This design comes from an exercise in tuning for small area on the open sky130 flow, not from production work. Only the layout flow was run in this run; the RTL was not checked for function there. Power and IR drop assume default switching activity.

==> flow/design.v <==
`timescale 1ns/1ps
package cube_motor_pkg;
    localparam int QUEUE_DEPTH    = 256;
    localparam int QUEUE_AW       = 8;
    localparam int TICK_DIV       = 20;    
    localparam int STEPS_PER_MOVE = 50;
    localparam int SETTLE_TICKS   = 100;
    localparam int NUM_FACES      = 6;
    localparam int TICK_CNT_W = $clog2(TICK_DIV);
    localparam int SEQ_CNT_W  = $clog2((STEPS_PER_MOVE > SETTLE_TICKS) ?
                                       STEPS_PER_MOVE : SETTLE_TICKS);
    function automatic logic [3:0] enc_move(input logic [3:0] m);
        enc_move = {(m[2] ? (m[1:0] + 2'd1) : m[1:0]), m[2], m[3]};
    endfunction
    function automatic logic [3:0] dec_move(input logic [3:0] c);
        dec_move = {c[0], c[1], (c[1] ? (c[3:2] - 2'd1) : c[3:2])};
    endfunction
endpackage
`timescale 1ns/1ps
module step_tick_gen (
    input  logic i_clk,
    input  logic i_rst_n,
    output logic o_tick,      
    output logic o_wrapped    
);
    logic [cube_motor_pkg::TICK_CNT_W-1:0] cnt_r;
    assign o_tick    = (cnt_r == cube_motor_pkg::TICK_CNT_W'(cube_motor_pkg::TICK_DIV - 1));
    assign o_wrapped = (cnt_r == '0);
    always_ff @(posedge i_clk or negedge i_rst_n) begin
        if (!i_rst_n) begin
            cnt_r <= '0;
        end else if (o_tick) begin
            cnt_r <= '0;
        end else begin
            cnt_r <= cnt_r + 1'b1;
        end
    end
endmodule
`timescale 1ns/1ps
module move_queue_ram (
    input  logic        i_clk,
    input  logic        i_rst_n,
    input  logic [12:0] i_wr,           
    input  logic [7:0]  i_next_addr,
    output logic [3:0]  o_entry0,       
    output logic [3:0]  o_next          
);
    logic       wr;
    logic [7:0] waddr;
    logic [3:0] wcode;
    assign wr    = i_wr[12];
    assign waddr = i_wr[11:4];
    assign wcode = cube_motor_pkg::enc_move(i_wr[3:0]);
    logic [7:0] rot_r;
    logic [7:0] wpos;
    always_ff @(posedge i_clk) begin
        rot_r <= rot_r + 8'd1;
    end
    assign wpos = waddr + rot_r;
    logic [15:0]      row_n;      
    logic [15:0]      col_n;      
    logic [15:0][3:0] wcol;       
    always_comb begin
        for (int i = 0; i < 16; i++) begin
            row_n[i] = !(wr && (wpos[7:4] == 4'(i)));
            col_n[i] = !(wpos[3:0] == 4'(i));
            wcol[i]  = ((i % 2 == 0) ? ~wcode : wcode) | {4{col_n[i]}};
        end
    end
    logic [255:0] r1_r, r0_r, f1_r, f0_r;
    logic [255:0] r1_w, r0_w, f1_w, f0_w;
    for (genvar k = 0; k < 256; k++) begin : g_stage
        localparam int P = (k + 255) % 256;
        logic sel;
        sel_gate u_sel (
            .i_row_n (row_n[k / 16]),
            .i_col_n (col_n[k % 16]),
            .o_sel   (sel)
        );
        ring_cell u_cell (
            .i_row_n (row_n[k / 16]),
            .i_wcol  (wcol[k % 16]),
            .i_sel   (sel),
            .i_prev  ({r1_r[P], r0_r[P], f1_r[P], f0_r[P]}),
            .o_next  ({r1_w[k], r0_w[k], f1_w[k], f0_w[k]})
        );
    end
    localparam logic [255:0] ODD = {128{2'b10}};
    always_ff @(posedge i_clk or negedge i_rst_n) begin
        if (!i_rst_n) begin
            r1_r <= ODD;
            r0_r <= ODD;
        end else begin
            r1_r <= r1_w;
            r0_r <= r0_w;
        end
    end
    always_ff @(posedge i_clk) begin
        f1_r <= f1_w;
        f0_r <= f0_w;
    end
    logic [1:0] e0_r_r, e0_f_r;
    logic       wr0;
    assign wr0 = wr && (waddr == 8'd0);
    always_ff @(posedge i_clk or negedge i_rst_n) begin
        if (!i_rst_n) begin
            e0_r_r <= '0;
        end else if (wr0) begin
            e0_r_r <= wcode[3:2];
        end
    end
    always_ff @(posedge i_clk) begin
        if (wr0) begin
            e0_f_r <= wcode[1:0];
        end
    end
    assign o_entry0 = {e0_r_r, e0_f_r};
    logic [3:0] nxt_r;
    logic [7:0] tap_sum;
    assign tap_sum = i_next_addr + rot_r;
    always_ff @(posedge i_clk) begin
        if (wr && (waddr == i_next_addr)) begin
            nxt_r <= wcode;
        end else if (tap_sum == 8'd1) begin
            nxt_r <= {r1_r[0], r0_r[0], f1_r[0], f0_r[0]};
        end
    end
    assign o_next = nxt_r;
endmodule
module sel_gate (
    input  logic i_row_n,
    input  logic i_col_n,
    output logic o_sel
);
    assign o_sel = ~(i_row_n | i_col_n);
endmodule
module ring_cell (
    input  logic       i_row_n,
    input  logic       i_sel,
    input  logic [3:0] i_wcol,
    input  logic [3:0] i_prev,
    output logic [3:0] o_next
);
    assign o_next = ~(({4{i_row_n}} | i_wcol) & ({4{i_sel}} | i_prev));
endmodule
`timescale 1ns/1ps
module move_sequencer (
    input  logic        i_clk,
    input  logic        i_rst_n,
    input  logic        i_tick,
    input  logic        i_start,
    input  logic [3:0]  i_entry0,      
    input  logic [3:0]  i_next,        
    output logic [7:0]  o_next_addr,   
    output logic        o_turn,
    output logic [3:0]  o_move,
    output logic        o_busy,
    output logic        o_done
);
    localparam logic [1:0] PH_IDLE   = 2'd0;
    localparam logic [1:0] PH_TURN   = 2'd1;
    localparam logic [1:0] PH_SETTLE = 2'd2;
    logic [1:0] phase_r;
    logic [7:0] naddr_r;
    logic [6:0] cnt_r;
    logic [3:0] move_r;
    logic       done_r;
    logic entry0_empty, next_empty, last_entry, steps_done, settle_done;
    assign entry0_empty = (i_entry0[3:2] == 2'b00);
    assign next_empty   = (i_next[3:2] == 2'b00);
    assign last_entry   = next_empty || (naddr_r == 8'd0);
    assign steps_done   = i_tick && (cnt_r == 7'd49);
    assign settle_done  = i_tick && (cnt_r == 7'd99);
    assign o_next_addr = naddr_r;
    assign o_turn      = (phase_r == PH_TURN);
    assign o_move      = move_r;
    assign o_busy      = (phase_r != PH_IDLE);
    assign o_done      = done_r;
    always_ff @(posedge i_clk or negedge i_rst_n) begin
        if (!i_rst_n) begin
            phase_r <= PH_IDLE;
            naddr_r <= 8'd1;
            cnt_r   <= '0;
            move_r  <= '0;
            done_r  <= 1'b0;
        end else begin
            done_r <= 1'b0;
            case (phase_r)
                PH_IDLE: begin
                    if (i_start) begin
                        if (entry0_empty) begin
                            done_r <= 1'b1;
                        end else begin
                            phase_r <= PH_TURN;
                            move_r  <= cube_motor_pkg::dec_move(i_entry0);
                            cnt_r   <= '0;
                        end
                    end
                end
                PH_TURN: begin
                    if (steps_done) begin
                        phase_r <= PH_SETTLE;
                        cnt_r   <= '0;
                    end else if (i_tick) begin
                        cnt_r <= cnt_r + 1'b1;
                    end
                end
                PH_SETTLE: begin
                    if (settle_done) begin
                        cnt_r <= '0;
                        if (last_entry) begin
                            phase_r <= PH_IDLE;
                            naddr_r <= 8'd1;
                            move_r  <= '0;
                            done_r  <= 1'b1;
                        end else begin
                            phase_r <= PH_TURN;
                            naddr_r <= naddr_r + 1'b1;
                            move_r  <= cube_motor_pkg::dec_move(i_next);
                        end
                    end else if (i_tick) begin
                        cnt_r <= cnt_r + 1'b1;
                    end
                end
                default: begin
                    phase_r <= PH_IDLE;
                    naddr_r <= 8'd1;
                    cnt_r   <= '0;
                end
            endcase
        end
    end
endmodule
`timescale 1ns/1ps
module motor_drive_decode (
    input  logic        i_clk,
    input  logic        i_rst_n,
    input  logic        i_turn,
    input  logic        i_wrapped,
    input  logic [3:0]  i_move,
    output logic [7:0]  o_drive
);
    logic was_turn_r;
    logic dir_r;
    always_ff @(posedge i_clk or negedge i_rst_n) begin
        if (!i_rst_n) begin
            was_turn_r <= 1'b0;
            dir_r      <= 1'b1;
        end else begin
            was_turn_r <= i_turn;
            dir_r      <= ~i_move[3];
        end
    end
    always_comb begin
        o_drive[7:2] = '1;
        for (int f = 0; f < cube_motor_pkg::NUM_FACES; f++) begin
            if (was_turn_r && (i_move[2:0] == 3'(f + 1))) begin
                o_drive[f + 2] = 1'b0;
            end
        end
        o_drive[1] = dir_r;
        o_drive[0] = was_turn_r && i_wrapped;
    end
endmodule
`timescale 1ns/1ps
module cube_motor_top (
    input  logic         i_clk,
    input  logic         i_rst_n,
    input  logic [12:0]  i_queue_wr,    
    input  logic         i_start,
    output logic [7:0]   o_drive,       
    output logic [3:0]   o_move,        
    output logic         o_busy,
    output logic         o_done
);
    logic       tick;
    logic       wrapped;
    logic [7:0] next_addr;
    logic [3:0] entry0;
    logic [3:0] next_code;
    logic       turn;
    step_tick_gen tick0 (
        .i_clk     (i_clk),
        .i_rst_n   (i_rst_n),
        .o_tick    (tick),
        .o_wrapped (wrapped)
    );
    move_queue_ram queue0 (
        .i_clk       (i_clk),
        .i_rst_n     (i_rst_n),
        .i_wr        (i_queue_wr),
        .i_next_addr (next_addr),
        .o_entry0    (entry0),
        .o_next      (next_code)
    );
    move_sequencer seq0 (
        .i_clk       (i_clk),
        .i_rst_n     (i_rst_n),
        .i_tick      (tick),
        .i_start     (i_start),
        .i_entry0    (entry0),
        .i_next      (next_code),
        .o_next_addr (next_addr),
        .o_turn      (turn),
        .o_move      (o_move),
        .o_busy      (o_busy),
        .o_done      (o_done)
    );
    motor_drive_decode decode0 (
        .i_clk     (i_clk),
        .i_rst_n   (i_rst_n),
        .i_turn    (turn),
        .i_wrapped (wrapped),
        .i_move    (o_move),
        .o_drive   (o_drive)
    );
endmodule
==> flow/run.sh <==
#!/bin/bash
# synth_recipe.tcl (not shown) runs the flow's synth.tcl, then flattens the netlist and writes it again
# the make line also repeats each setting of config.mk as NAME=value (left out here)
make -C /OpenROAD-flow-scripts/flow DESIGN_CONFIG=/design/flow/config.mk WORK_HOME=/design/flow/orfs CLKGATE_MAP_FILE= SYNTH_SCRIPT=/design/flow/synth_recipe.tcl finish
==> flow/config.mk <==
export PLATFORM = sky130hd
export DESIGN_NAME = cube_motor_top
export DESIGN_NICKNAME = cube_motor_top
export VERILOG_FILES = /design/flow/design.v
export SDC_FILE = /design/flow/constraint.sdc
export NUM_CORES = 8
export LEC_CHECK = 0
export CAP_MARGIN = 20
export CORE_MARGIN = 2
export CORE_UTILIZATION = 20
export GPL_ROUTABILITY_DRIVEN = 1
export PLACE_DENSITY = 0.3
export SLEW_MARGIN = 20
export SYNTH_HIERARCHICAL = 1
==> flow/constraint.sdc <==
create_clock -name core_clock -period 10.0 [get_ports {i_clk}]
set_input_delay 2.0000 -clock core_clock [delete_from_list [all_inputs] [get_ports {i_clk}]]
set_output_delay 2.0000 -clock core_clock [all_outputs]
set_load 0.01 [all_outputs]
==> impl_metrics.prom <==
# TYPE chip_impl_metric gauge
chip_impl_info{name="worst_r2r_startpoint",value="queue0.rot_r[0]"} 1
chip_impl_metric{name="number_of_global_route_vias_before_repair",unit=""} 24900
chip_impl_metric{name="fp.dieArea",unit="sq mm"} 0.176
chip_impl_metric{name="dpl_cell_area",unit="sq mm"} 0.0381
chip_impl_metric{name="maxClockFrequency",unit="MHz"} 183
chip_impl_metric{name="ys.warnings.count",unit=""} 10
chip_impl_metric{name="worst_r2r_path_depth",unit=""} 9
chip_impl_metric{name="final_cell_count_without_fillers",unit=""} 5354
chip_impl_metric{name="worst_skew_pair.late_latency",unit="ns"} 0.75
chip_impl_info{name="timing.hold.worst.class",value="reg2reg"} 1
chip_impl_metric{name="drt-vias-per-instance",unit=""} 4.70
chip_impl_metric{name="post_synth_inst_count",unit=""} 2767
chip_impl_info{name="tritoncts",value="yes"} 1
chip_impl_metric{name="initial_core_util",unit=""} 0.202
chip_impl_metric{name="worst_path_largest_cell_delay",unit="ns"} 0.73
chip_impl_metric{name="slew_viol_final",unit=""} 0
chip_impl_info{name="worstSetupPathType",value="in2reg"} 1
chip_impl_info{name="worst_setup_path_end_kind",value="flip-flop"} 1
chip_impl_metric{name="io_buffers",unit=""} 29
chip_impl_info{name="synth_flop_cell",value="sky130_fd_sc_hd__dfxtp_1"} 1
chip_impl_metric{name="timing.final.crit_period",unit="ns"} 5.48
chip_impl_metric{name="ctsHoldBuffers",unit=""} 0
chip_impl_metric{name="place_congestion",unit=""} 0.810
chip_impl_info{name="worst_hold_path.endpoint",value="queue0.r0_r[155]"} 1
chip_impl_metric{name="tightest_slew",unit="ns"} 1.17
chip_impl_metric{name="count_of_distinct_cell_types_in_the_synthesized_netlist",unit=""} 63
chip_impl_metric{name="largest_net_degree_at_the_start_of_global_routing",unit=""} 121
chip_impl_metric{name="cts_buffers",unit=""} 117
chip_impl_metric{name="synth-seq-cells",unit=""} 1069
chip_impl_metric{name="power_leakage",unit="nW"} 16.0
chip_impl_metric{name="cts_post_setup_buffers_inserted",unit=""} 0
chip_impl_metric{name="num_io_pins",unit=""} 30
chip_impl_metric{name="post_synth_instance_area",unit="sq mm"} 0.0346
chip_impl_metric{name="grt_first_pass_wirelength",unit="um"} 200000
chip_impl_metric{name="areaGrowthSynthToFinish",unit="%"} 21.6
chip_impl_metric{name="path_clk_slew",unit="ns"} 0.06
chip_impl_info{name="cts.root.buffer_cell",value="sky130_fd_sc_hd__clkbuf_16"} 1
chip_impl_metric{name="count_of_antenna_violating_nets_left_after_detailed_routing",unit=""} 0
chip_impl_metric{name="final.hold.worst_slack",unit="ns"} 0.383
chip_impl_metric{name="worst-path-buf-inv",unit=""} 1
chip_impl_metric{name="synth_nets",unit=""} 2812
chip_impl_metric{name="post-dp-hpwl",unit="um"} 97300
chip_impl_info{name="slowest_library_cell_on_the_worst_path",value="sky130_fd_sc_hd__nand2_4"} 1
chip_impl_metric{name="remaining_drc_errors",unit=""} 0
chip_impl_metric{name="worst_ir_drop_vdd",unit="mV"} 0.129
chip_impl_metric{name="detailroute.via_count",unit=""} 25200
chip_impl_metric{name="setup_viol",unit=""} 0
chip_impl_metric{name="core",unit="sq mm"} 0.172
chip_impl_metric{name="stdcell_area",unit="sq mm"} 0.0421
chip_impl_metric{name="initial_antenna_violation_count",unit=""} 10
chip_impl_metric{name="max-slew-margin-rel",unit=""} 0.219
chip_impl_metric{name="clk_path_buf_depth",unit=""} 3
chip_impl_info{name="run_status",value="no timing/DRC/antenna violations"} 1
chip_impl_metric{name="hold_depth",unit=""} 1
chip_impl_metric{name="power_density",unit="mW/mm^2"} 229
chip_impl_metric{name="r2r_slack",unit="ns"} 5.96
chip_impl_metric{name="std_cell_rows",unit=""} 152
chip_impl_metric{name="synth-seq-area-share",unit=""} 0.708
chip_impl_metric{name="cp.required",unit="ns"} 10.57
chip_impl_metric{name="post-route-period-util",unit=""} 0.548
chip_impl_info{name="setup.worst_path.start_class",value="input pin"} 1
chip_impl_metric{name="synth.avg_cell_area",unit="sq um"} 12.5
chip_impl_metric{name="synth-edff-count",unit=""} 6
chip_impl_metric{name="avgRoutedWirePerCell",unit="um"} 26.9
chip_impl_info{name="grt_setup_unrepaired",value="no"} 1
chip_impl_metric{name="skew",unit="ns"} 0.0623
chip_impl_metric{name="fin_setup_tns",unit="ns"} 0
chip_impl_metric{name="crit_path_max_fanout",unit=""} 80
chip_impl_metric{name="detailedRoute.firstIterationViolations",unit=""} 2227
chip_impl_metric{name="cts.sink_count",unit=""} 1069
chip_impl_metric{name="cts_max_level",unit=""} 3
chip_impl_metric{name="groute.usage.overall",unit=""} 0.161
chip_impl_info{name="critPathTopFamily",value="simple AND/OR/NAND/NOR gates"} 1
chip_impl_info{name="cell_chain_critical_path",value="clkdlybuf4s50_1, ha_1, fa_1, a21o_1, a22o_1, mux2_2, nor3_2, nand2_4, nor2_1, o22ai_1"} 1
chip_impl_metric{name="dp_cells",unit=""} 5123
chip_impl_metric{name="arrival",unit="ns"} 6.05
chip_impl_metric{name="nNetsFinal",unit=""} 2978
chip_impl_info{name="rr_endpoint",value="queue0.r0_r[8]"} 1
chip_impl_metric{name="cts-resized-gates",unit=""} 0
chip_impl_metric{name="synth_async_sr_flop_share",unit=""} 0.508
chip_impl_metric{name="fillers",unit=""} 17800
chip_impl_metric{name="grt-ovfl-total",unit=""} 0
chip_impl_metric{name="layout_cells_sized_above_1",unit=""} 0.172
chip_impl_metric{name="drtPass1Iterations",unit=""} 6
chip_impl_metric{name="fp.dieW",unit="um"} 420
chip_impl_info{name="worstHoldStart",value="queue0.r0_r[154]"} 1
chip_impl_metric{name="max-cap-violations",unit=""} 0
chip_impl_metric{name="timing.final.hold_violations",unit=""} 0
chip_impl_metric{name="wirelength",unit="um"} 144000
chip_impl_metric{name="chipHeight",unit="um"} 420
## worst max-delay path by stage
stage / from / to / slack, ns / cells past startpoint
3_3_place_gp: i_queue_wr[5] / queue0.f0_r[232] / 3.72 / 9
2_1_floorplan: i_queue_wr[4] / queue0.r0_r[0] / 4.65 / 9
5_1_grt: i_queue_wr[4] / queue0.r1_r[170] / 4.38 / 11
6_report: i_queue_wr[4] / queue0.r0_r[8] / 4.52 / 10
4_1_cts: i_queue_wr[5] / queue0.f0_r[232] / 4.42 / 9
3_5_place_dp: i_queue_wr[5] / queue0.f0_r[232] / 3.62 / 9
## registers in the layout (all words and copies together) (netlist names)
signal and cells:
seq0.move_r 4, decode0.was_turn_r 1, seq0.naddr_r 8, tick0.cnt_r 5
seq0.done_r 1, queue0.r0_r 256, queue0.f1_r 256, queue0.e0_r_r 2
seq0.cnt_r 7, seq0.phase_r 2, queue0.rot_r 8, queue0.e0_f_r 2
queue0.f0_r 256, decode0.dir_r 1, queue0.r1_r 256, queue0.nxt_r 4
## cell type report
type                    count  area, sq um  share of cell area
flip-flops and latches   1069        24500               0.582
multi-input cells        1651        10100               0.240
clock buffers             179         3430              0.0815
well taps                2310         2890              0.0687
repair buffers             57          526              0.0125
clock inverters            45          507              0.0120
inverters                  37          139             0.00330
diodes                      6         15.0            0.000357
## per-layer routing
metal	track usage	vias to the layer above	share of wire
li1	-	11200	-
met1	0.221	13000	0.46
met2	0.255	811	0.46
met3	0.0327	168	0.057
met4	0.0417	0	0.025
met5	0	-	0
## synth_stat cells, types with 4 or more instances
master / number / share of area
sky130_fd_sc_hd__nor3_2: 4 / 0.0012
sky130_fd_sc_hd__o21ai_0: 10 / 0.0014
sky130_fd_sc_hd__o22ai_1: 1026 / 0.19
sky130_fd_sc_hd__nor2_1: 278 / 0.030
sky130_fd_sc_hd__inv_1: 37 / 0.0040
sky130_fd_sc_hd__mux2i_1: 7 / 0.0020
sky130_fd_sc_hd__nor3_1: 19 / 0.0027
sky130_fd_sc_hd__nand3_1: 10 / 0.0014
sky130_fd_sc_hd__dfxtp_1: 520 / 0.30
sky130_fd_sc_hd__edfxtp_1: 6 / 0.0052
sky130_fd_sc_hd__dfstp_2: 258 / 0.20
sky130_fd_sc_hd__dfrtp_1: 285 / 0.21
sky130_fd_sc_hd__o2111ai_1: 7 / 0.0018
sky130_fd_sc_hd__clkbuf_1: 6 / 0.00065
sky130_fd_sc_hd__nand4_1: 7 / 0.0013
sky130_fd_sc_hd__nand4b_1: 6 / 0.0015
sky130_fd_sc_hd__xor2_1: 12 / 0.0030
sky130_fd_sc_hd__nor2b_1: 4 / 0.00072
sky130_fd_sc_hd__nand2b_1: 24 / 0.0043
sky130_fd_sc_hd__xnor2_1: 21 / 0.0053
sky130_fd_sc_hd__ha_1: 27 / 0.0098
sky130_fd_sc_hd__a21o_1: 4 / 0.00087
sky130_fd_sc_hd__nand2_1: 91 / 0.0099
sky130_fd_sc_hd__o211ai_1: 9 / 0.0020
sky130_fd_sc_hd__mux2_2: 10 / 0.0033
sky130_fd_sc_hd__a22o_1: 6 / 0.0015
sky130_fd_sc_hd__a21oi_1: 13 / 0.0019
## placed cells by master (no fill, tap or decap), drive strengths merged, types with 7 or more instances in the layout
cell type	count
o2111ai	7
ha	27
xor2	12
nand4	7
dfrtp	285
dfstp	258
clkinv	34
buf	29
bufinv	7
o211ai	9
mux2	10
o21ai	12
nand3	10
nor2	278
clkbuf	179
a21oi	17
clkdlybuf4s50	28
nand2b	24
o22ai	1026
inv	41
mux2i	7
xnor2	22
dfxtp	520
nand2	91
nor3	23
## worst register-to-register path, stage by stage, from the launching register on
cell and delay [ns]:
sky130_fd_sc_hd__dfxtp_1 0.41, sky130_fd_sc_hd__ha_1 0.26, sky130_fd_sc_hd__fa_1 0.44, sky130_fd_sc_hd__a21o_1 0.22, sky130_fd_sc_hd__a22o_1 0.19, sky130_fd_sc_hd__mux2_2 0.29
sky130_fd_sc_hd__nor3_2 0.61, sky130_fd_sc_hd__nand2_4 0.73, sky130_fd_sc_hd__nor2_1 0.61, sky130_fd_sc_hd__o22ai_1 0.16
## Yosys stat by module (local to each module, per instance), a selection
module | area (sq um) | cells inside | flip-flops and latches | copies in the design
step_tick_gen | 253 | 24 | 5 | 1
motor_drive_decode | 129 | 11 | 2 | 1
ring_cell | 25.0 | 4 | 0 | 256
move_queue_ram | 25400 | 1293 | 1040 | 1
move_sequencer | 1520 | 159 | 22 | 1
sel_gate | 3.75 | 1 | 0 | 256
## per-stage QoR
| step | setup WS (ns) | util | power (W) |
|---|---|---|---|
| 2_1_floorplan | 4.65 | - | 0.00499 |
| 4_1_cts | 4.42 | 0.245 | 0.00978 |
| 5_1_grt | 4.38 | 0.245 | 0.0100 |
| 3_5_place_dp | 3.62 | 0.222 | 0.00534 |
| 6_report | 4.52 | 0.245 | 0.00964 |
| 3_3_place_gp | 3.72 | 0.222 | 0.00535 |
## power breakdown
part	total, W	switching [W]	leakage, nW	internal (W)
logic	0.000445	0.000314	2.42	0.000131
clock network	0.00437	0.00182	1.96	0.00255
registers	0.00482	0.000178	11.6	0.00465
## cells by family (layout without fill, tap and decap cells)
family	Yosys count	count (layout)	share of synthesized area
compound gates	1106	1106	0.203
fa+ha+maj	29	29	0.0109
other cells	0	6	0
mux	17	17	0.00528
xor+xnor	34	34	0.00882
simple gates	465	465	0.0590
flops	1069	1069	0.708
buf+inv	47	318	0.00549

-- static timing again, ports no longer ideal --
The results above use ideal ports. As a check the final layout listed here was re-extracted and re-timed, cells and wires unchanged.
Step 1, drivers: a clkbuf_16 drives i_clk and a buf_2 each remaining input, both assumed.
Step 2 also shifts input and output timing later by t, the mid clock arrival at the registers, as if the neighbouring blocks saw the same clock.
Slacks: ideal ports / drivers / drivers and shift; pairs: ideal ports / drivers.
shift t [ns]: 0.795
setup WS [ns]: 4.523 / 4.568 / 3.773
worst setup path at the end: input to register
clock arrival spread, ns: 0.063 / 0.063
After both steps setup and hold are still met in this run. The setup slack of this run moves by +0.045 ns with the drivers and by -0.750 ns with both steps.
